Context: an optimization exercise on an open-source flow, tuned for small area, a short achievable clock period and few clock cycles. The choices shown serve that exercise and are no tape-out recipe.
Function was checked by simulation only, so behaviour that the tests miss may differ from the original.
No activity file was given, so power comes from the tool's default toggle rates.

===== design/flow/design.v =====
package hkv_pkg;
    localparam int KEY_W   = 31;
    localparam int VALUE_W = 32;
    localparam int OP_W    = 2;
    localparam int STAT_W  = 2;
    localparam int DEFAULT_BUCKETS = 16;
    localparam int DEFAULT_WAYS    = 4;
    localparam logic [OP_W-1:0] OP_INSERT = 2'd0;
    localparam logic [OP_W-1:0] OP_READ   = 2'd1;
    localparam logic [OP_W-1:0] OP_DELETE = 2'd2;
    localparam logic [STAT_W-1:0] ST_DONE      = 2'd0;
    localparam logic [STAT_W-1:0] ST_NOT_FOUND = 2'd1;
    localparam logic [STAT_W-1:0] ST_FULL      = 2'd2;
    localparam logic [VALUE_W-1:0] VAL_MISS = 32'hFFFF_FFFF;
    localparam logic [VALUE_W-1:0] VAL_ACK  = 32'h0000_0001;
    typedef struct packed {
        logic found;
        logic have_free;
    } way_hit_t;
endpackage
import hkv_pkg::*;
module hashed_key_value_table_core
#(
    parameter int BUCKETS = DEFAULT_BUCKETS,
    parameter int WAYS    = DEFAULT_WAYS
)
(
    input  logic                      clk,
    input  logic                      rst_n,
    input  logic                      start,
    output logic                      busy,
    input  logic [OP_W-1:0]           operation,
    input  logic [KEY_W-1:0]          key,
    input  logic signed [VALUE_W-1:0] value,
    output logic                      done,
    output logic signed [VALUE_W-1:0] result_value,
    output logic                      hit,
    output logic [STAT_W-1:0]         status
);
    localparam int BW = 4;             
    localparam int TW = KEY_W - BW;    
    localparam int NW = BUCKETS * WAYS;
    logic [NW*TW-1:0]      tag_mem;      
    logic [NW*VALUE_W-1:0] val_mem;      
    logic [NW-1:0]      valid_q;
    logic               a_vld, b_vld, c_vld, d_vld, e_vld;
    logic [OP_W-1:0]    a_op, b_op, c_op;
    logic [KEY_W-1:0]   a_key, b_key, c_key, d_key;
    logic [VALUE_W-1:0] a_val, b_val, c_val, d_val;
    logic [BUCKETS-1:0] a_bsel;
    logic [WAYS*TW-1:0] b_row;
    logic [WAYS-1:0]    b_rowv;
    logic [3:1]         b_sb, b_eq;
    logic [WAYS-1:0]    c_m, c_v;
    logic               c_sb1, c_eq1;
    logic [WAYS-1:0]    d_ins, d_del;
    logic [NW-1:0]      d_we, d_rs;
    logic               d_rd, d_ack, d_hit, d_dl;
    logic [STAT_W-1:0]  d_st;
    logic [WAYS-1:0]    e_ins, e_del;
    logic               done_q, hit_q;
    logic [VALUE_W-1:0] res_q;
    logic [STAT_W-1:0]  st_q;
    assign busy = 1'b0;
    always_ff @(posedge clk or negedge rst_n)
    begin
        if (!rst_n)
        begin
            a_vld  <= 1'b0;
            b_vld  <= 1'b0;
            c_vld  <= 1'b0;
            d_vld  <= 1'b0;
            e_vld  <= 1'b0;
            done_q <= 1'b0;
        end
        else
        begin
            a_vld  <= start;
            b_vld  <= a_vld;
            c_vld  <= b_vld;
            d_vld  <= c_vld;
            e_vld  <= d_vld;
            done_q <= d_vld;
        end
    end
    always_ff @(posedge clk)
    begin
        a_op  <= operation;
        a_key <= key;
        a_val <= value;
        for (int b = 0; b < BUCKETS; b++)
            a_bsel[b] <= (key[BW-1:0] == BW'(b));
    end
    logic [WAYS*TW-1:0] a_row;
    logic [WAYS-1:0] a_rowv;
    always_comb
    begin
        for (int w = 0; w < WAYS; w++)
        begin
            a_row[w*TW +: TW] = '0;
            a_rowv[w] = 1'b0;
            for (int b = 0; b < BUCKETS; b++)
            begin
                a_row[w*TW +: TW] = a_row[w*TW +: TW] | (tag_mem[(b*WAYS+w)*TW +: TW] & {TW{a_bsel[b]}});
                a_rowv[w] = a_rowv[w] | (valid_q[b*WAYS+w] & a_bsel[b]);
            end
        end
    end
    logic [3:1] a_sb, a_eq;
    always_comb
    begin
        a_sb[1] = b_vld && (a_key[BW-1:0] == b_key[BW-1:0]);
        a_sb[2] = c_vld && (a_key[BW-1:0] == c_key[BW-1:0]);
        a_sb[3] = d_vld && (a_key[BW-1:0] == d_key[BW-1:0]);
        a_eq[1] = (a_key == b_key);
        a_eq[2] = (a_key == c_key);
        a_eq[3] = (a_key == d_key);
    end
    always_ff @(posedge clk)
    begin
        b_op   <= a_op;
        b_key  <= a_key;
        b_val  <= a_val;
        b_row  <= a_row;
        b_rowv <= a_rowv;
        b_sb   <= a_sb;
        b_eq   <= a_eq;
    end
    logic [WAYS-1:0] b_m0, b_m1, b_m2, b_v1, b_v2;
    always_comb
    begin
        for (int w = 0; w < WAYS; w++)
            b_m0[w] = b_rowv[w] && (b_row[w*TW +: TW] == b_key[KEY_W-1:BW]);
        b_v1 = b_rowv;
        b_m1 = b_m0;
        if (b_sb[3])
        begin
            b_v1 = (b_rowv & ~e_del) | e_ins;
            b_m1 = (b_m0 & ~e_del & ~e_ins) | (e_ins & {WAYS{b_eq[3]}});
        end
        b_v2 = b_v1;
        b_m2 = b_m1;
        if (b_sb[2])
        begin
            b_v2 = (b_v1 & ~d_del) | d_ins;
            b_m2 = (b_m1 & ~d_del & ~d_ins) | (d_ins & {WAYS{b_eq[2]}});
        end
    end
    always_ff @(posedge clk)
    begin
        c_op  <= b_op;
        c_key <= b_key;
        c_val <= b_val;
        c_m   <= b_m2;
        c_v   <= b_v2;
        c_sb1 <= b_sb[1];
        c_eq1 <= b_eq[1];
    end
    logic [WAYS-1:0] c_m3, c_v3, c_free;
    logic            c_found, c_has_free;
    logic [WAYS-1:0] c_ins, c_del, c_upd;
    logic            c_rd, c_ack, c_hit;
    logic [STAT_W-1:0] c_st;
    logic [BUCKETS-1:0] c_bsel;
    always_comb
        for (int b = 0; b < BUCKETS; b++)
            c_bsel[b] = (c_key[BW-1:0] == BW'(b));
    always_comb
    begin
        c_v3 = c_v;
        c_m3 = c_m;
        if (c_sb1)
        begin
            c_v3 = (c_v & ~d_del) | d_ins;
            c_m3 = (c_m & ~d_del & ~d_ins) | (d_ins & {WAYS{c_eq1}});
        end
        c_found    = |c_m3;
        c_has_free = ~&c_v3;
        c_free     = '0;
        for (int w = WAYS - 1; w >= 0; w--)
            if (!c_v3[w])
                c_free = WAYS'(1) << w;
        c_ins = '0;
        c_del = '0;
        c_upd = '0;
        c_rd  = 1'b0;
        c_ack = 1'b0;
        c_hit = 1'b0;
        c_st  = ST_NOT_FOUND;
        if (c_vld)
        begin
            case (c_op)
                OP_INSERT:
                begin
                    if (c_found)
                    begin
                        c_upd = c_m3;
                        c_ack = 1'b1;
                        c_hit = 1'b1;
                        c_st  = ST_DONE;
                    end
                    else if (c_has_free)
                    begin
                        c_ins = c_free;
                        c_ack = 1'b1;
                        c_st  = ST_DONE;
                    end
                    else
                        c_st  = ST_FULL;
                end
                OP_READ:
                    if (c_found)
                    begin
                        c_rd  = 1'b1;
                        c_hit = 1'b1;
                        c_st  = ST_DONE;
                    end
                OP_DELETE:
                    if (c_found)
                    begin
                        c_del = c_m3;
                        c_rd  = 1'b1;
                        c_hit = 1'b1;
                        c_st  = ST_DONE;
                    end
                default: ;
            endcase
        end
    end
    always_ff @(posedge clk or negedge rst_n)
    begin
        if (!rst_n)
        begin
            d_ins <= '0;
            d_del <= '0;
            d_dl  <= 1'b0;
            e_ins <= '0;
            e_del <= '0;
        end
        else
        begin
            d_ins <= c_ins;
            d_del <= c_del;
            d_dl  <= |c_del;
            e_ins <= d_ins;
            e_del <= d_del;
        end
    end
    always_ff @(posedge clk)
    begin
        d_key <= c_key;
        d_val <= c_val;
        for (int b = 0; b < BUCKETS; b++)
            for (int w = 0; w < WAYS; w++)
            begin
                d_we[b*WAYS+w] <= c_bsel[b] & (c_ins[w] | c_upd[w]);
                d_rs[b*WAYS+w] <= c_bsel[b] & c_m3[w];
            end
        d_rd  <= c_rd;
        d_ack <= c_ack;
        d_hit <= c_hit;
        d_st  <= c_st;
    end
    always_ff @(posedge clk)
    begin
        for (int i = 0; i < NW; i++)
            if (d_we[i])
            begin
                tag_mem[i*TW +: TW]           <= d_key[KEY_W-1:BW];
                val_mem[i*VALUE_W +: VALUE_W] <= d_val;
            end
    end
    always_ff @(posedge clk or negedge rst_n)
    begin
        if (!rst_n)
            valid_q <= '0;
        else
            for (int i = 0; i < NW; i++)
                if (d_we[i] || (d_rs[i] && d_dl))
                    valid_q[i] <= d_we[i];
    end
    logic [VALUE_W-1:0] d_rval;
    always_comb
    begin
        d_rval = '0;
        for (int i = 0; i < NW; i++)
            d_rval = d_rval | (val_mem[i*VALUE_W +: VALUE_W] & {VALUE_W{d_rs[i]}});
    end
    always_ff @(posedge clk)
    begin
        res_q <= d_rd ? d_rval : (d_ack ? VAL_ACK : VAL_MISS);
        hit_q <= d_hit;
        st_q  <= d_st;
    end
    assign done         = done_q;
    assign result_value = res_q;
    assign hit          = hit_q;
    assign status       = st_q;
endmodule

===== design/flow/run.sh =====
#!/bin/bash
# synth_recipe.tcl (not shown) runs the flow's synth.tcl, then flattens the netlist and writes it again
# the make line also repeats each setting of config.mk as NAME=value (left out here)
make -C /OpenROAD-flow-scripts/flow DESIGN_CONFIG=/design/flow/config.mk WORK_HOME=/design/flow/orfs CLKGATE_MAP_FILE= SYNTH_SCRIPT=/design/flow/synth_recipe.tcl finish

===== design/flow/config.mk =====
export PLATFORM = sky130hd
export DESIGN_NAME = hashed_key_value_table_core
export DESIGN_NICKNAME = hashed_key_value_table_core
export VERILOG_FILES = /design/flow/design.v
export SDC_FILE = /design/flow/constraint.sdc
export NUM_CORES = 4
export LEC_CHECK = 0
export ABC_CLOCK_PERIOD_IN_PS = 2500
export CAP_MARGIN = 20
export CORE_MARGIN = 2
export CORE_UTILIZATION = 60
export SETUP_SLACK_MARGIN = 1.9
export SLEW_MARGIN = 20

===== design/flow/constraint.sdc =====
create_clock -name core_clock -period 4.5 [get_ports {clk}]
set_input_delay 0.9000 -clock core_clock [delete_from_list [all_inputs] [get_ports {clk}]]
set_output_delay 0.9000 -clock core_clock [all_outputs]
set_load 0.01 [all_outputs]

==> reports/qor.yml, run 1 <==
p_sw_uw: 17200
vias: 92500
grt_antenna_before_repair: 25
drv_cap: 0
initial_core_util: 0.603
drt-initial-drc-count: 19146
crit_path_end_kind: "flop"
cp-endpoint: "res_q[22]"
outcome: "complete, no violations"
insertion_delay_ns: 1.04
wl_per_cell_um: 48.1
via_per_inst: 7.67
drive_gt1_frac: 0.139
grt_pass1_wl_mm: 762
hold_viol: 0
final_nets: 8383
power_density_mw_per_mm2: 490
r2r_slack_ns: 1.79
reg2reg_to: "res_q[22]"
ys_seq_elements: 4432
syn-num-nets: 8000
synthCells: 7929
clockBufferDepth: 4
slew_headroom: 0.132
cp.required_ns: 5.37
intPower_uw: 68000
reg2reg_depth: 5
synth_top_area_frac: 0.748
mostFrequentLayoutCells: "edfxtp_1 (3,776), a22o_1 (711), a221oi_1 (705)"
synthFlopType: "edfxtp_1"
startpoint: "d_rs[3]"
routed_wirelength_mm: 580
grt_max_degree: 66
port_buffers: 103
finalCritPeriodShare: 0.602
grt_pass1_vias: 85483
fp.dieW_um: 507
fp-row-count: 184
fin_skew_ns: 0.0667
netlist_area_sq_mm: 0.152
root_buffer: "clkbuf_16"
ys.warnings.count: 1
power_frac_comb: 0.018
worst_setup_path_start_kind: "flop"
criticalPathCategory: "reg -> reg"
drt-pass1-iter-count: 8
clock-sinks: 4432
ios: 105
r2r_start: "d_rs[3]"
worst_slew_pin_slew_ns: 1.30
ys_types: 41
grt_overflow: 0
min_period_ns: 2.71
path_max_fanout: 27
fmax_mhz: 369
yosysSeqAreaShare: 0.837
worstPathArrival_ns: 3.58
synth_largest_area_cell: "edfxtp_1"
synth_edf_count: 3776
setup_tns_ns: 0
hold_path.class: "in -> reg"
p_clk_frac: 0.448
yosys-top-cells-area: "edfxtp_1 (75%), dfxtp_1 (7.5%), a22o_1 (4.1%), a221oi_1 (4.1%), a22oi_1 (2.2%)"
htreeDepth: 5
cts_tree: "yes"
finalCoreUtilization: 0.692
setup_viol: 0
nFillCells: 16115
final_max_slew_viol_count: 0
synth-async-reset-ratio: 0.0194
fp.dieH_um: 507
dp_hpwl_mm: 305
gp_congestion: 0.907
syn2layout_area_growth_pct: 14.7
drcViolationCount: 0
ir_drop_mv: 0.437
clk_pin_slew_ns: 0.06
cts-buffers-inserted: 437
dieArea_sq_mm: 0.257
grt_usage: 0.447
leakage_uw: 0.0564
detail-route-antenna-nets: 0
power_frac_seq: 0.534
coreArea_sq_mm: 0.251
final_common_cell: "edfxtp_1"
p_sw_frac: 0.202
rsz0062_at_grt: "yes"
syn_area_per_cell_sq_um: 19.1
-- metal layers --
| layer | up-vias | global-route usage | part of all wire |
|---|---|---|---|
| met5 | - | 0.00148 | 0.00029 |
| met3 | 1916 | 0.109 | 0.14 |
| met2 | 9199 | 0.678 | 0.45 |
| met4 | 16 | 0.273 | 0.073 |
| li1 | 34078 | - | - |
| met1 | 47291 | 0.592 | 0.33 |
-- cells by family (layout without fill, tap and decap cells) --
family	count (synthesis)	count (layout)	share of synthesized area
buf+inv	466	1215	0.0118
xor+xnor	201	201	0.0116
other cells	1	37	0.0000247
simple gates	796	796	0.0271
compound gates	2029	2030	0.112
mux	1	1	0.0000660
fa+ha+maj	3	3	0.000248
flops	4432	4432	0.837
-- worst max-delay path, stage by stage, from the launching register on --
cell and delay, ns:
dfxtp_2 0.42, buf_4 0.45, a221oi_2 0.64, nand4_1 0.15
nor4_1 0.69, a21oi_1 0.13
-- flip-flops by register name, indices dropped and copies added (netlist names), 32 cells and up --
register,cells
valid_q,64
a_val,32
val_mem,2048
res_q,32
tag_mem,1728
b_row,108
d_we,64
c_val,32
d_rs,64
d_val,32
b_val,32
-- timing repair --
| action | CTS | global route |
|---|---|---|
| endpoints found under the hold margin | 5 | 0 |
| buffers inserted | 0 | 2 |
| pin swaps | 1 | 1 |
| endpoints found under the setup margin | 96 | 19 |
| gates cloned | 1 | 0 |
| gates resized for setup | 136 | 6 |
| hold buffers | 1 | 0 |
-- how the worst min path moves through the flow --
stage | start | to | slack, ns | cells after the start
floorplan | a_op[0] | b_op[0] | 0.31 | 0
global placement | a_val[24] | b_val[24] | 0.31 | 0
detailed placement | c_val[11] | d_val[11] | 0.31 | 0
CTS | value[17] | a_val[17] | 0.26 | 1
global route | value[11] | a_val[11] | 0.29 | 1
finish | value[14] | a_val[14] | 0.30 | 1
-- cells in the mapped netlist, drive strengths merged, types with 3 or more instances --
master and number:
a21o 66, a21oi 36, a221oi 706, a222oi 32, a22o 711, a22oi 450, a32oi 7, and2 6
buf 76, clkbuf 386, dfrtp 86, dfxtp 570, edfxtp 3776, ha 3, inv 4, nand2 128
nand2b 4, nand3 114, nand4 278, nor2 149, nor2b 5, nor3 42, nor4 66, o211ai 4
o21ai 12, o31a 3, xnor2 81, xor2 120
-- power by group through the flow --
stage / clock network [uW] / logic [uW] / registers (uW)
after floorplan: 0 / 698 / 46200
after global placement: 0 / 1470 / 46400
after detailed placement: 0 / 1500 / 46400
after CTS: 38100 / 1500 / 45500
after global routing: 39700 / 1590 / 45500
final: 38200 / 1530 / 45500
-- cell type report --
class | instances | area [sq um] | area share
Antenna cell | 36 | 90.1 | 0.000518
Clock buffer | 601 | 12400 | 0.0714
Clock inverter | 205 | 2640 | 0.0152
Inverter | 4 | 15.0 | 0.0000863
Multi-Input combinational cell | 3032 | 23000 | 0.132
Sequential cell | 4432 | 127000 | 0.733
Tap cell | 3348 | 4190 | 0.0241
Timing Repair Buffer | 405 | 4110 | 0.0236
-- per-stage QoR --
step / instance area (sq um) / power (uW) / instances / hold slack, ns / setup slack, ns
after floorplan: 152000 / 46900 / 7929 / 0.310 / 2.50
after global placement: 158000 / 47800 / 11210 / 0.310 / 1.74
final: 174000 / 85200 / 12063 / 0.305 / 1.79
after detailed placement: 159000 / 47900 / 11215 / 0.312 / 1.59
after global routing: 174000 / 86800 / 12046 / 0.293 / 1.88
after CTS: 174000 / 85100 / 12023 / 0.260 / 1.67
Testbench counts, summed over its fixed seeds: cycles 16,040.
==> run 2, diff against run 1 <==
--- a/design/flow/design.v
+++ b/design/flow/design.v
@@ -55,7 +55,7 @@
     logic               c_sb1, c_eq1;
     logic [WAYS-1:0]    d_ins, d_del;
     logic [NW-1:0]      d_we, d_rs;
-    logic               d_rd, d_ack, d_hit, d_dl;
+    logic               d_k0, d_k1, d_hit, d_dl;
     logic [STAT_W-1:0]  d_st;
     logic [WAYS-1:0]    e_ins, e_del;
     logic               done_q, hit_q;
@@ -254,10 +254,10 @@
             for (int w = 0; w < WAYS; w++)
             begin
                 d_we[b*WAYS+w] <= c_bsel[b] & (c_ins[w] | c_upd[w]);
-                d_rs[b*WAYS+w] <= c_bsel[b] & c_m3[w];
+                d_rs[b*WAYS+w] <= c_bsel[b] & c_m3[w] & c_rd;
             end
-        d_rd  <= c_rd;
-        d_ack <= c_ack;
+        d_k0  <= !c_rd;
+        d_k1  <= !c_rd && !c_ack;
         d_hit <= c_hit;
         d_st  <= c_st;
     end
@@ -288,7 +288,7 @@
     end
     always_ff @(posedge clk)
     begin
-        res_q <= d_rd ? d_rval : (d_ack ? VAL_ACK : VAL_MISS);
+        res_q <= d_rval | {{(VALUE_W-1){d_k1}}, d_k0};
         hit_q <= d_hit;
         st_q  <= d_st;
     end
--- a/design/flow/config.mk
+++ b/design/flow/config.mk
@@ -5,9 +5,10 @@
 export SDC_FILE = /design/flow/constraint.sdc
 export NUM_CORES = 4
 export LEC_CHECK = 0
-export ABC_CLOCK_PERIOD_IN_PS = 2500
 export CAP_MARGIN = 20
 export CORE_MARGIN = 2
-export CORE_UTILIZATION = 60
+export CORE_UTILIZATION = 55
+export CTS_CLUSTER_DIAMETER = 80
+export CTS_CLUSTER_SIZE = 25
 export SETUP_SLACK_MARGIN = 1.9
 export SLEW_MARGIN = 20
==> run 2 against run 1 <==
Highest routed layer unchanged. Power is 19% lower. Largest power group unchanged. Hold slack got worse by 0.26 ns. Critical endpoint is now res_q[14]. Clock-buffer cell count decreased by 247. Critical path type unchanged.
==> reports/qor.yml, run 2 <==
outcome: "complete, no violations"
worst_setup_path_start_kind: "flop"
reg2reg_depth: 6  # +1
synth-simple-area-share: 0.0263  # -0.000780
ys_seq_elements: 4432  # unchanged
syn_area_per_cell_sq_um: 19.2  # +0.23%
vias: 91539  # -1.0%
cts_tree: "yes"
fp-row-count: 192  # +4.3%
setup_tns_ns: 0  # unchanged
fin_skew_ns: 0.0609  # -0.00586 ns
initial_core_util: 0.554  # -0.0494
criticalPathCategory: "reg -> reg"
fin_hold_ws_ns: 0.0423  # -0.263 ns
post-synth-top-count-cell: "edfxtp_1"
ir_drop_mv: 0.325  # -26%
synth_compound_area_frac: 0.113  # +0.000615
via_per_inst: 7.71  # +0.58%
wl_per_cell_um: 49.5  # +3.0%
grt_antenna_before_repair: 35  # +40%
grt_pass1_wl_mm: 767  # +0.57%
crit_path_end_kind: "flop"
leakage_uw: 0.0520  # -7.7%
r2r_slack_ns: 1.68  # -0.11 ns
fp.dieH_um: 529  # +4.4%
drive_gt1_frac: 0.0968  # -0.0423
ys.warnings.count: 1  # unchanged
final_nets: 8144  # -2.9%
synthFlopType: "edfxtp_1"
clk_pin_slew_ns: 0.11  # +0.05 ns
ys_top_cells_by_count: "edfxtp_1 (3,776), a22o_1 (730), a221oi_1 (723)"
muxShareOfSynthArea: 0.0000660  # about the same
yosysSeqAreaShare: 0.837  # about the same
worstPathCellList: "buf_4, a22o_1, a221oi_1, nand4_1, nor4_4, nand4_1"
largest_register_ffs: 2048  # unchanged
cp_common_cell: "nand4_1"
grt_overflow: 0  # unchanged
worst_slew_pin_slew_ns: 1.26  # -0.0431 ns
slowest_delay_ns: 0.52  # -0.17 ns
synth_top_area_frac: 0.748  # about the same
port_buffers: 103  # unchanged
yosys-top-cells-area: "edfxtp_1 (75%), dfxtp_1 (7.5%), a22o_1 (4.2%), a221oi_1 (4.2%), a22oi_1 (2.1%)"
htreeDepth: 4  # -1
final_max_slew_viol_count: 0  # unchanged
routed_wirelength_mm: 587  # +1.3%
synth_largest_area_cell: "edfxtp_1"
setup_viol: 0  # unchanged
syn2layout_area_growth_pct: 9.20
r2r_start: "d_rs[15]"
fp.dieW_um: 529  # +4.4%
synthCells: 7912  # -0.21%
cp.required_ns: 5.25  # -0.12 ns
rsz0062_at_grt: "yes"
synth_xor_area_frac: 0.0116  # about the same
slew_headroom: 0.160  # +0.0288
drcViolationCount: 0  # unchanged
synth_top_family_by_area: "compound AO/OA/AOI/OAI gates"
synth-async-reset-ratio: 0.0194  # unchanged
fmax_mhz: 355  # -4.0%
hold_path.class: "in -> async"
root_buffer: "clkbuf_16"
clock-sinks: 4432  # unchanged
top_register: "val_mem"
min_period_ns: 2.82  # +0.112 ns
dieArea_sq_mm: 0.280  # +9.0%
detail-route-antenna-nets: 0  # unchanged
yosys.area_share.adder: 0.000247  # about the same
postCtsSetupRepairBufs: 0  # unchanged
syn-num-nets: 7983  # -0.21%
grt_pass1_vias: 83175  # -2.7%
synth_edf_count: 3776  # unchanged
ys_types: 48  # +17%
nFillCells: 19599  # +22%
netlist_area_sq_mm: 0.152  # about the same
insertion_delay_ns: 0.95  # -0.09 ns
cts_hold_buf: 0  # -1
path_max_fanout: 13  # -52%
grt_usage: 0.414  # -0.0332
drv_cap: 0  # unchanged
reg2reg_to: "res_q[14]"
largestRegisters: "val_mem x2048, tag_mem x1728, b_row x108"
cts-buffers-inserted: 204  # -53%
grt_max_degree: 83  # +26%
hold_viol: 0  # unchanged
drt-initial-drc-count: 20705  # +8.1%
final_common_cell: "edfxtp_1"
gp_congestion: 0.930  # +2.5%
drt-pass1-iter-count: 9  # +1
clockBufferDepth: 4  # unchanged
mostFrequentLayoutCells: "edfxtp_1 (3,776), a22o_1 (730), a221oi_1 (720)"
power_density_mw_per_mm2: 417  # -15%
finalCritPeriodShare: 0.626  # +0.0249
ios: 105  # unchanged
worstPathArrival_ns: 3.57  # about the same
dp_hpwl_mm: 320  # +5.0%
coreArea_sq_mm: 0.274  # +8.9%
cp_slowest_cell: "dfxtp_2"
[run 2: cell count changes after synthesis, moves of 14 or more]
cell,change
a22o_1,+19
nand3_1,-14
nor3_1,-31
a22oi_1,-35
nand2_1,-32
a221oi_1,+17
nor2_1,+30
[run 2: per-layer routing]
| metal | global-route usage | vias up | wire length (um) |
|---|---|---|---|
| met5 | 0 | - | 191 |
| met4 | 0.224 | 20 | 38500 |
| met3 | 0.115 | 1747 | 92300 |
| met2 | 0.598 | 9152 | 253000 |
| met1 | 0.574 | 47277 | 203000 |
| li1 | - | 33343 | - |
[run 2: repair_timing]
item                                   4_1_cts  5_1_grt
setup endpoints to repair                   39        8
endpoints found under the hold margin        0        0
gates resized for setup                    102        8
pin swaps                                    1        3
[run 2: worst max path at each step]
| stage | depth (start not counted) | to | slack, ns | from |
|---|---|---|---|---|
| floorplan | 0 | tag_mem[0] | 2.50 | d_we[0] |
| global placement | 6 | res_q[14] | 1.79 | d_rs[9] |
| detailed placement | 6 | res_q[14] | 1.72 | d_rs[9] |
| CTS | 1 | result_value[27] | 1.64 | res_q[27] |
| global route | 6 | res_q[14] | 1.86 | d_rs[15] |
| finish | 6 | res_q[14] | 1.68 | d_rs[15] |
[run 2: area by class of cell]
cell class,count,area (sq um),share of cell area
flip-flops and latches,4432,127000,0.770
multi-input cells,3003,22900,0.139
clock buffers,354,5870,0.0354
well taps,3589,4490,0.0271
repair buffers,426,4420,0.0267
clock inverters,21,299,0.00181
diodes,38,95.1,0.000574
inverters,6,22.5,0.000136
[run 2: logic make-up (layout without fill, tap and decap cells)]
group | count (synthesis) | after routing
multiplexers | 1 | 1
AND/OR/NAND/NOR | 765 | 765
adder cells (fa/ha/maj) | 3 | 3
AO/OA/AOI/OAI | 2032 | 2032
XOR/XNOR | 201 | 201
buffers and inverters | 477 | 807
flip-flops | 4432 | 4432
other | 1 | 39
[run 2: per-stage QoR]
step	setup WS, ns	power, uW	cell area (sq um)	cells	utilization
after CTS	1.64	69000	165000	11828	0.604
after global placement	1.79	48000	159000	11439	0.580
final	1.68	69100	166000	11869	0.605
after global routing	1.86	70400	166000	11854	0.605
after floorplan	2.50	46900	152000	7912	-
after detailed placement	1.72	48000	159000	11453	0.581
[run 2: power by group]
part / switching (uW) / internal, uW / total (uW)
Sequential: 720 / 44700 / 45500
Combinational: 1160 / 518 / 1680
Clock: 12700 / 9250 / 22000
Total: 14600 / 54500 / 69100
[run 2: critical path: cells and delay by family (launching register included)]
kind                   cells  cell delay (ns)
buffers and inverters      1             0.36
AOI/OAI and AO/OA          2             0.55
DFF                        1             0.52
and+or+nand+nor            3             1.14
Testbench counts of run 2, summed over its fixed seeds: cycles 16,040.
==> run 3, diff against run 2 <==
--- a/design/flow/config.mk
+++ b/design/flow/config.mk
@@ -10,5 +10,6 @@
 export CORE_UTILIZATION = 55
 export CTS_CLUSTER_DIAMETER = 80
 export CTS_CLUSTER_SIZE = 25
-export SETUP_SLACK_MARGIN = 1.9
+export SETUP_SLACK_MARGIN = 2.1
 export SLEW_MARGIN = 20
+export TNS_END_PERCENT = 10
==> run 3 against run 2 <==
Cell count about the same. Still clean. Wire length barely moved. Clock power about the same. First-iteration DRC count decreased by 0.96%. Global-route usage is essentially flat. Utilization grew 0.053 points. Via count hardly changed. Synthesized cell count stayed put. Sequential cell count unchanged. Final area hardly changed.
==> reports/qor.yml, run 3 <==
r2r_slack_ns: 1.92  # +0.24 ns
dieArea_sq_mm: 0.280  # unchanged
largest_register_ffs: 2048  # unchanged
drv_cap: 0  # unchanged
cts_tree: "yes"
syn-num-nets: 7983  # unchanged
place_ws_ns: 1.72  # unchanged
root_buffer: "clkbuf_16"
synthFlopType: "edfxtp_1"
criticalPathCategory: "reg -> reg"
p_sw_uw: 14600  # about the same
insertion_delay_ns: 0.97  # +0.02 ns
drcViolationCount: 0  # unchanged
grt_pass1_wl_mm: 767  # about the same
fp.dieH_um: 529  # unchanged
drt-initial-drc-count: 20507  # -0.96%
port_buffers: 103  # unchanged
top_layer_used: "met5"
synth-async-reset-ratio: 0.0194  # unchanged
ys_types: 48  # unchanged
min_period_ns: 2.58  # -0.240 ns
rsz0062_at_grt: "yes"
nFillCells: 19567  # -0.16%
ir_drop_mv: 0.328  # +1.0%
mostFrequentLayoutCells: "edfxtp_1 (3,776), a22o_1 (730), a221oi_1 (718)"
netlist_area_sq_mm: 0.152  # unchanged
ys.warnings.count: 1  # unchanged
grt_antenna_before_repair: 31  # -11%
worst_setup_path_start_kind: "flop"
yosys-top-cells-area: "edfxtp_1 (75%), dfxtp_1 (7.5%), a22o_1 (4.2%), a221oi_1 (4.2%), a22oi_1 (2.1%)"
grt_overflow: 0  # unchanged
syn2layout_area_growth_pct: 9.29  # about the same
yosysSeqAreaShare: 0.837  # unchanged
final_max_slew_viol_count: 0  # unchanged
fp.dieW_um: 529  # unchanged
p_clk_frac: 0.318  # about the same
wl_met1_mm: 203  # about the same
ios: 105  # unchanged
dr_wl_met3_mm: 91.8  # -0.56%
outcome: "complete, no violations"
wl_met2_mm: 252  # -0.33%
grt_pass1_vias: 83146  # -0.035%
p_sw_frac: 0.212  # about the same
slew_headroom: 0.141  # -0.0193
htreeDepth: 4  # unchanged
crit_path_end_kind: "flop"
setup_viol: 0  # unchanged
worstPathArrival_ns: 3.20  # -0.37 ns
ys_seq_elements: 4432  # unchanged
clock-sinks: 4432  # unchanged
power_frac_seq: 0.658  # about the same
wl_per_cell_um: 49.4  # -0.10%
synth_edf_count: 3776  # unchanged
cts-buffers-inserted: 204  # unchanged
gp_congestion: 0.930  # unchanged
slowest_delay_ns: 0.55  # +0.03 ns
clockBufferDepth: 4  # unchanged
hold_viol: 0  # unchanged
cp_slowest_cell: "dfxtp_4"
leakage_uw: 0.0521  # +0.10%
path_max_fanout: 80  # +67
synthCells: 7912  # unchanged
ys_top_cells_by_count: "edfxtp_1 (3,776), a22o_1 (730), a221oi_1 (723)"
grt_max_degree: 83  # unchanged
final_cell_area_sq_mm: 0.166  # about the same
synth_top_area_frac: 0.748  # unchanged
cp.required_ns: 5.12  # -0.13 ns
worst_slew_pin_slew_ns: 1.29  # +0.0289 ns
coreArea_sq_mm: 0.274  # unchanged
drt-pass1-iter-count: 8  # -1
fin_skew_ns: 0.0663  # +0.00546 ns
setup_tns_ns: 0  # unchanged
post-synth-top-count-cell: "edfxtp_1"
synth_largest_area_cell: "edfxtp_1"
routed_wirelength_mm: 587  # about the same
vias: 91543  # +0.0044%
final_common_cell: "edfxtp_1"
fmax_mhz: 388  # +9.3%
fp-row-count: 192  # unchanged
intPower_uw: 54500  # about the same
largestRegisters: "val_mem x2048, tag_mem x1728, b_row x108"
cp_num_buf_inv: 1  # unchanged
cp_top_family: "compound AO/OA/AOI/OAI gates"
clk_pin_slew_ns: 0.10  # about the same
grt_usage: 0.414  # about the same
ff_latch_area_sq_mm: 0.128  # about the same
drive_gt1_frac: 0.0990  # +0.00215
hold_path.class: "in -> async"
power_frac_comb: 0.024  # about the same
multiInputGateArea_sq_mm: 0.0230  # +0.17%
via_per_inst: 7.71  # about the same
placed_area_sq_mm: 0.159  # unchanged
finalCritPeriodShare: 0.573  # -0.0534
dp_hpwl_mm: 320  # unchanged
final_nets: 8147  # +0.037%
power_density_mw_per_mm2: 417  # about the same
detail-route-antenna-nets: 0  # unchanged
syn_area_per_cell_sq_um: 19.2  # unchanged
worstPathCellList: "buf_12, a22o_1, a221oi_1, nand4_1"
setup_ws_ns: 1.92  # +0.240 ns
initial_core_util: 0.554  # unchanged
top_register: "val_mem"
run 3: cell types whose count changed in the layout (fill, tap and decap cells not counted), moves of 2 or more:
cell             before  now
a221oi_1            720  718
buf_2                 1    8
buf_4               251  246
buf_6                 0   12
clkdlybuf4s15_1       4    9
dfxtp_2              97   83
dfxtp_4             110  125
diode_2              38   42
dlygate4sd2_1        20    5
nor4_1               64   61
nor4_2                3    6
run 3: final timing paths:
path	startpoint	endpoint	cells past startpoint
setup / recovery	a_bsel[8]	b_row[80]	4
hold / removal	rst_n	valid_q[38]	1
setup reg to reg	a_bsel[8]	b_row[80]	4
hold reg to reg	b_val[4]	c_val[4]	0
max in group asynchronous	rst_n	valid_q[60]	2
min in group core_clock	b_val[4]	c_val[4]	0
run 3: power by group through the flow:
stage / sequential, uW / combinational, uW / clock (uW)
after detailed placement: 46400 / 1610 / 0
after CTS: 45500 / 1610 / 21900
after global placement: 46400 / 1570 / 0
after global routing: 45500 / 1740 / 23200
after floorplan: 46200 / 722 / 0
final: 45500 / 1680 / 22000
run 3: layout make-up:
type	count	area share
flip-flops and latches	4432	0.769
multi-input cells	3003	0.139
clock buffers	354	0.0354
well taps	3589	0.0271
repair buffers	429	0.0270
clock inverters	21	0.00180
diodes	42	0.000634
inverters	6	0.000136
run 3: cells by family (layout without fill, tap and decap cells):
group	Yosys count	in the layout	synth area share
and+or+nand+nor	765	765	0.0263
other	1	43	0.0000247
xor gates and xnor gates	201	201	0.0116
adders and majority gates	3	3	0.000248
DFF	4432	4432	0.837
buffers and inverters	477	810	0.0121
AOI/OAI and AO/OA	2032	2032	0.113
muxes	1	1	0.0000660
run 3: repair_timing:
action,CTS,global route
endpoints found under the setup margin,51,88
resized for setup,163,27
pin swaps,4,7
setup buffers,0,3
gates cloned,0,0
hold buffers,0,0
run 3: stage by stage:
step | total power [uW] | util | hold WS [ns] | cells
final | 69100 | 0.605 | 0.0448 | 11876
after global placement | 48000 | 0.580 | 0.310 | 11439
after detailed placement | 48000 | 0.581 | 0.312 | 11453
after floorplan | 46900 | - | 0.310 | 7912
after global routing | 70400 | 0.605 | 0.109 | 11859
after CTS | 69000 | 0.604 | 0.0448 | 11828
run 3: metal layers:
| metal | GRT usage | vias up |
|---|---|---|
| met5 | 0 | - |
| met4 | 0.223 | 18 |
| met3 | 0.116 | 1826 |
| met2 | 0.600 | 9145 |
| met1 | 0.572 | 47193 |
| li1 | - | 33361 |
==> run 4, diff against run 3 <==
--- a/design/flow/design.v
+++ b/design/flow/design.v
@@ -54,8 +54,10 @@
     logic [WAYS-1:0]    c_m, c_v;
     logic               c_sb1, c_eq1;
     logic [WAYS-1:0]    d_ins, d_del;
-    logic [NW-1:0]      d_we, d_rs;
-    logic               d_k0, d_k1, d_hit, d_dl;
+    logic [NW-1:0]      d_we;
+    logic [WAYS-1:0]    d_wr, d_way;
+    logic [WAYS*VALUE_W-1:0] d_row;
+    logic               d_rd, d_ack, d_hit;
     logic [STAT_W-1:0]  d_st;
     logic [WAYS-1:0]    e_ins, e_del;
     logic               done_q, hit_q;
@@ -227,13 +229,26 @@
             endcase
         end
     end
+    logic [WAYS*VALUE_W-1:0] c_row;
+    always_comb
+    begin
+        for (int w = 0; w < WAYS; w++)
+        begin
+            c_row[w*VALUE_W +: VALUE_W] = '0;
+            for (int b = 0; b < BUCKETS; b++)
+                c_row[w*VALUE_W +: VALUE_W] = c_row[w*VALUE_W +: VALUE_W]
+                    | (val_mem[(b*WAYS+w)*VALUE_W +: VALUE_W] & {VALUE_W{c_bsel[b]}});
+            if (c_sb1 && d_wr[w])
+                c_row[w*VALUE_W +: VALUE_W] = d_val;
+        end
+    end
     always_ff @(posedge clk or negedge rst_n)
     begin
         if (!rst_n)
         begin
             d_ins <= '0;
             d_del <= '0;
-            d_dl  <= 1'b0;
+            d_wr  <= '0;
             e_ins <= '0;
             e_del <= '0;
         end
@@ -241,7 +256,7 @@
         begin
             d_ins <= c_ins;
             d_del <= c_del;
-            d_dl  <= |c_del;
+            d_wr  <= c_ins | c_upd;
             e_ins <= d_ins;
             e_del <= d_del;
         end
@@ -252,15 +267,18 @@
         d_val <= c_val;
         for (int b = 0; b < BUCKETS; b++)
             for (int w = 0; w < WAYS; w++)
-            begin
                 d_we[b*WAYS+w] <= c_bsel[b] & (c_ins[w] | c_upd[w]);
-                d_rs[b*WAYS+w] <= c_bsel[b] & c_m3[w] & c_rd;
-            end
-        d_k0  <= !c_rd;
-        d_k1  <= !c_rd && !c_ack;
+        d_way <= c_m3;
+        d_row <= c_row;
+        d_rd  <= c_rd;
+        d_ack <= c_ack;
         d_hit <= c_hit;
         d_st  <= c_st;
     end
+    logic [BUCKETS-1:0] d_bsel;
+    always_comb
+        for (int b = 0; b < BUCKETS; b++)
+            d_bsel[b] = (d_key[BW-1:0] == BW'(b));
     always_ff @(posedge clk)
     begin
         for (int i = 0; i < NW; i++)
@@ -276,19 +294,19 @@
             valid_q <= '0;
         else
             for (int i = 0; i < NW; i++)
-                if (d_we[i] || (d_rs[i] && d_dl))
+                if (d_we[i] || (d_bsel[i/WAYS] && d_del[i%WAYS]))
                     valid_q[i] <= d_we[i];
     end
     logic [VALUE_W-1:0] d_rval;
     always_comb
     begin
         d_rval = '0;
-        for (int i = 0; i < NW; i++)
-            d_rval = d_rval | (val_mem[i*VALUE_W +: VALUE_W] & {VALUE_W{d_rs[i]}});
+        for (int w = 0; w < WAYS; w++)
+            d_rval = d_rval | (d_row[w*VALUE_W +: VALUE_W] & {VALUE_W{d_way[w]}});
     end
     always_ff @(posedge clk)
     begin
-        res_q <= d_rval | {{(VALUE_W-1){d_k1}}, d_k0};
+        res_q <= d_rd ? d_rval : (d_ack ? VAL_ACK : VAL_MISS);
         hit_q <= d_hit;
         st_q  <= d_st;
     end
--- a/design/flow/config.mk
+++ b/design/flow/config.mk
@@ -8,8 +8,7 @@
 export CAP_MARGIN = 20
 export CORE_MARGIN = 2
 export CORE_UTILIZATION = 55
-export CTS_CLUSTER_DIAMETER = 80
-export CTS_CLUSTER_SIZE = 25
-export SETUP_SLACK_MARGIN = 2.1
+export CTS_CLUSTER_DIAMETER = 60
+export CTS_CLUSTER_SIZE = 20
+export SETUP_SLACK_MARGIN = 1.9
 export SLEW_MARGIN = 20
-export TNS_END_PERCENT = 10
==> run 4 against run 3 <==
Clock power grew 33%. Sequential cell count grew 71. Clock skew shrank 0.021 ns. Synthesized cell count grew 12%. Power grew 15%. Worst setup slack lost 0.26 ns. Hold slack gained 0.26 ns. Largest cell class unchanged.
==> reports/qor.yml, run 4 <==
dp_hpwl_mm: 362  # +13%
syn2layout_area_growth_pct: 12.5
ys_seq_elements: 4503  # +1.6%
crit_path_end_kind: "flop"
ios: 105  # unchanged
r2r_start: "d_way[2]"
largest_register_ffs: 2048  # unchanged
mostFrequentLayoutCells: "edfxtp_1 (3,776), a221oi_1 (551), a22o_1 (550)"
synth_top_family_by_area: "compound AO/OA/AOI/OAI gates"
clk_pin_slew_ns: 0.08  # -0.02 ns
synth_xor_area_frac: 0.0111  # -0.000536
cp-endpoint: "res_q[21]"
dieArea_sq_mm: 0.293  # +4.8%
syn_area_per_cell_sq_um: 18.0  # -6.0%
criticalPathCategory: "reg -> reg"
top_register: "val_mem"
dp.cells: 12591  # +9.9%
coreArea_sq_mm: 0.288  # +5.1%
grt_antenna_before_repair: 39  # +26%
hold_viol: 0  # unchanged
grt_overflow: 0  # unchanged
drcViolationCount: 0  # unchanged
min_period_ns: 2.84  # +0.262 ns
grt_usage: 0.438  # +0.0237
ff_latch_area_sq_mm: 0.129  # +1.0%
grt_pass1_vias: 92886  # +12%
outcome: "complete, no violations"
final_cells: 13258  # +12%
grt_max_degree: 69  # -17%
slew_headroom: 0.126  # -0.0147
path_max_fanout: 18  # -78%
cts-buffers-inserted: 297  # +46%
final_max_slew_viol_count: 0  # unchanged
fmax_mhz: 352  # -9.2%
drive_gt1_frac: 0.137  # +0.0382
synth-async-reset-ratio: 0.0198  # +0.000360
yosysSeqAreaShare: 0.807  # -0.0296
muxShareOfSynthArea: 0.0205  # +0.0204
finalCritPeriodShare: 0.631  # +0.0581
leakage_uw: 0.0582  # +12%
cp_slowest_cell: "dfxtp_2"
startpoint: "d_way[2]"
grt_pass1_wl_mm: 852  # +11%
insertion_delay_ns: 0.99  # +0.02 ns
reg2reg_to: "res_q[21]"
final_common_cell: "edfxtp_1"
clock-sinks: 4503  # +1.6%
multiInputGateArea_sq_mm: 0.0287  # +25%
drv_cap: 0  # unchanged
cp_top_family: "flip-flops"
synth_edf_count: 3776  # unchanged
gp_congestion: 0.986  # +6.0%
setup_tns_ns: 0  # unchanged
wl_per_cell_um: 49.4  # about the same
nFillCells: 20412  # +4.3%
crit_cells: 3  # -1
vias: 101925  # +11%
worst_setup_path_start_kind: "flop"
drt-pass1-iter-count: 10  # +2
ys.warnings.count: 1  # unchanged
power_density_mw_per_mm2: 444  # +6.5%
ir_drop_mv: 0.402  # +23%
reg2reg_depth: 3  # -1
yosys.area_share.adder: 0.000236  # -0.0000114
synth-simple-area-share: 0.0270  # +0.000698
worstPathCellList: "buf_4, a222oi_1, a31oi_1"
final_nets: 9255  # +14%
slowest_delay_ns: 1.13  # +0.58 ns
power_uw: 79400  # +15%
fp-row-count: 197  # +2.6%
detail-route-antenna-nets: 0  # unchanged
synthFlopType: "edfxtp_1"
yosys-top-cells-area: "edfxtp_1 (71%), dfxtp_1 (8.0%), a221oi_1 (3.1%), a22o_1 (3.0%), a22oi_1 (2.2%)"
cts_tree: "yes"
clockBufferDepth: 4  # unchanged
worstPathArrival_ns: 3.60  # +0.40 ns
htreeDepth: 5  # +1
port_buffers: 103  # unchanged
cp.required_ns: 5.26  # +0.14 ns
fp.dieW_um: 542  # +2.4%
synth_top_area_frac: 0.713  # -0.0345
synth_compound_area_frac: 0.118  # +0.00503
largestRegisters: "val_mem x2048, tag_mem x1728, d_row x128"
ys_types: 72  # +50%
worst_slew_pin_slew_ns: 1.31  # +0.0221 ns
setup_viol: 0  # unchanged
synth_largest_area_cell: "edfxtp_1"
synthCells: 8826  # +12%
ys_top_cells_by_count: "edfxtp_1 (3,776), dfxtp_1 (638), a221oi_1 (555)"
cp_num_buf_inv: 1  # unchanged
fin_skew_ns: 0.0452  # -0.0212 ns
routed_wirelength_mm: 655  # +12%
via_per_inst: 7.69  # -0.26%
netlist_area_sq_mm: 0.159  # +4.8%
initial_core_util: 0.552  # -0.00148
hold_path.class: "reg -> reg"
drt-initial-drc-count: 22720  # +11%
fp.dieH_um: 542  # +2.4%
r2r_slack_ns: 1.66  # -0.26 ns
root_buffer: "clkbuf_16"
syn-num-nets: 8897  # +11%
post-synth-top-count-cell: "edfxtp_1"
rsz0062_at_grt: "yes"
-- run 4: through the flow --
| step | hold WS, ns | instance area [sq um] | utilization | worst slack (ns) |
|---|---|---|---|---|
| floorplan | 0.310 | 159000 | - | 2.50 |
| finish | 0.303 | 179000 | 0.621 | 1.66 |
| detailed placement | 0.312 | 167000 | 0.581 | 0.925 |
| global placement | 0.312 | 167000 | 0.581 | 0.846 |
| CTS | 0.326 | 178000 | 0.619 | 1.71 |
| global route | 0.329 | 179000 | 0.621 | 1.86 |
-- run 4: worst min-delay path by stage --
| stage | startpoint | end | slack [ns] | depth (start not counted) |
|---|---|---|---|---|
| 2_1_floorplan | a_op[0] | b_op[0] | 0.31 | 0 |
| 3_3_place_gp | a_val[24] | b_val[24] | 0.31 | 0 |
| 3_5_place_dp | c_val[15] | d_val[15] | 0.31 | 0 |
| 4_1_cts | c_val[21] | d_val[21] | 0.33 | 0 |
| 5_1_grt | c_val[15] | d_val[15] | 0.33 | 0 |
| 6_report | c_val[2] | d_val[2] | 0.30 | 0 |
-- run 4: per-layer routing --
metal,GRT usage,vias to the layer above,share of wire
met3,0.136,2657,0.15
li1,-,37125,-
met5,0.00115,-,0.00036
met4,0.297,15,0.086
met2,0.645,10457,0.43
met1,0.560,51671,0.33
-- run 4: power breakdown --
| group | leakage, uW | switching (uW) | total (uW) | internal (uW) |
|---|---|---|---|---|
| combinational | 0.0128 | 2840 | 4040 | 1200 |
| clock | 0.00481 | 14800 | 29200 | 14400 |
| sequential | 0.0405 | 650 | 46200 | 45500 |
| total | 0.0582 | 18300 | 79400 | 61200 |
-- run 4: area by class of cell --
class,count,area share
Inverter,8,0.000182
Clock inverter,123,0.00823
Clock buffer,425,0.0472
Sequential cell,4503,0.720
Antenna cell,44,0.000616
Tap cell,3781,0.0265
Multi-Input combinational cell,3747,0.160
Timing Repair Buffer,627,0.0369
-- run 4: cell families (layout without fill, tap and decap cells) --
logic type | count (synthesis) | in the layout
AO/OA/AOI/OAI | 2367 | 2367
other | 1 | 45
flip-flops | 4503 | 4503
XOR/XNOR | 201 | 201
multiplexers | 291 | 291
buffers and inverters | 578 | 1183
AND/OR/NAND/NOR | 882 | 884
adder cells (fa/ha/maj) | 3 | 3
-- run 4: repair_timing --
action	CTS	global route
setup endpoints to repair	217	117
hold buffers	1	0
gates resized for setup	131	70
pin swaps	3	6
endpoints found under the hold margin	49	0
cloned	5	4
buffers inserted	52	11
Testbench counts of run 4, summed over its fixed seeds: cycles 16,040.

-- what the ideal ports hide --
The results above use ideal ports. As a check the final layouts listed here were re-extracted and re-timed, cells and wires unchanged. Step 1 sets driving cells, clkbuf_16 on the clock port and buf_2 on the other inputs (assumed; they add their load-dependent delay and slew). Step 2, shift: input delay + t, output delay - t, t = (earliest + latest rising clock arrival at the registers) / 2. This alone moves slack from input paths to output paths. Three values: ideal ports, drivers, drivers and shift; two values: the first two.
| run | shift t [ns] | slack for setup (ns) | worst hold slack (ns) | worst slew at a driven data input, ns |
|---|---|---|---|---|
| run 1 | 1.116 | 1.793 / 1.768 / 1.793 | 0.305 / 0.215 / 0.324 | 0.11 |
| run 2 | 1.040 | 1.681 / 1.681 / 1.681 | 0.042 / 0.038 / 0.310 | 0.10 |
| run 3 | 1.043 | 1.922 / 1.844 / 1.922 | 0.045 / 0.027 / 0.319 | 0.09 |
| run 4 | 1.071 | 1.660 / 1.660 / 1.660 | 0.303 / 0.281 / 0.303 | 0.07 |
After both steps setup and hold are still met in every run listed.
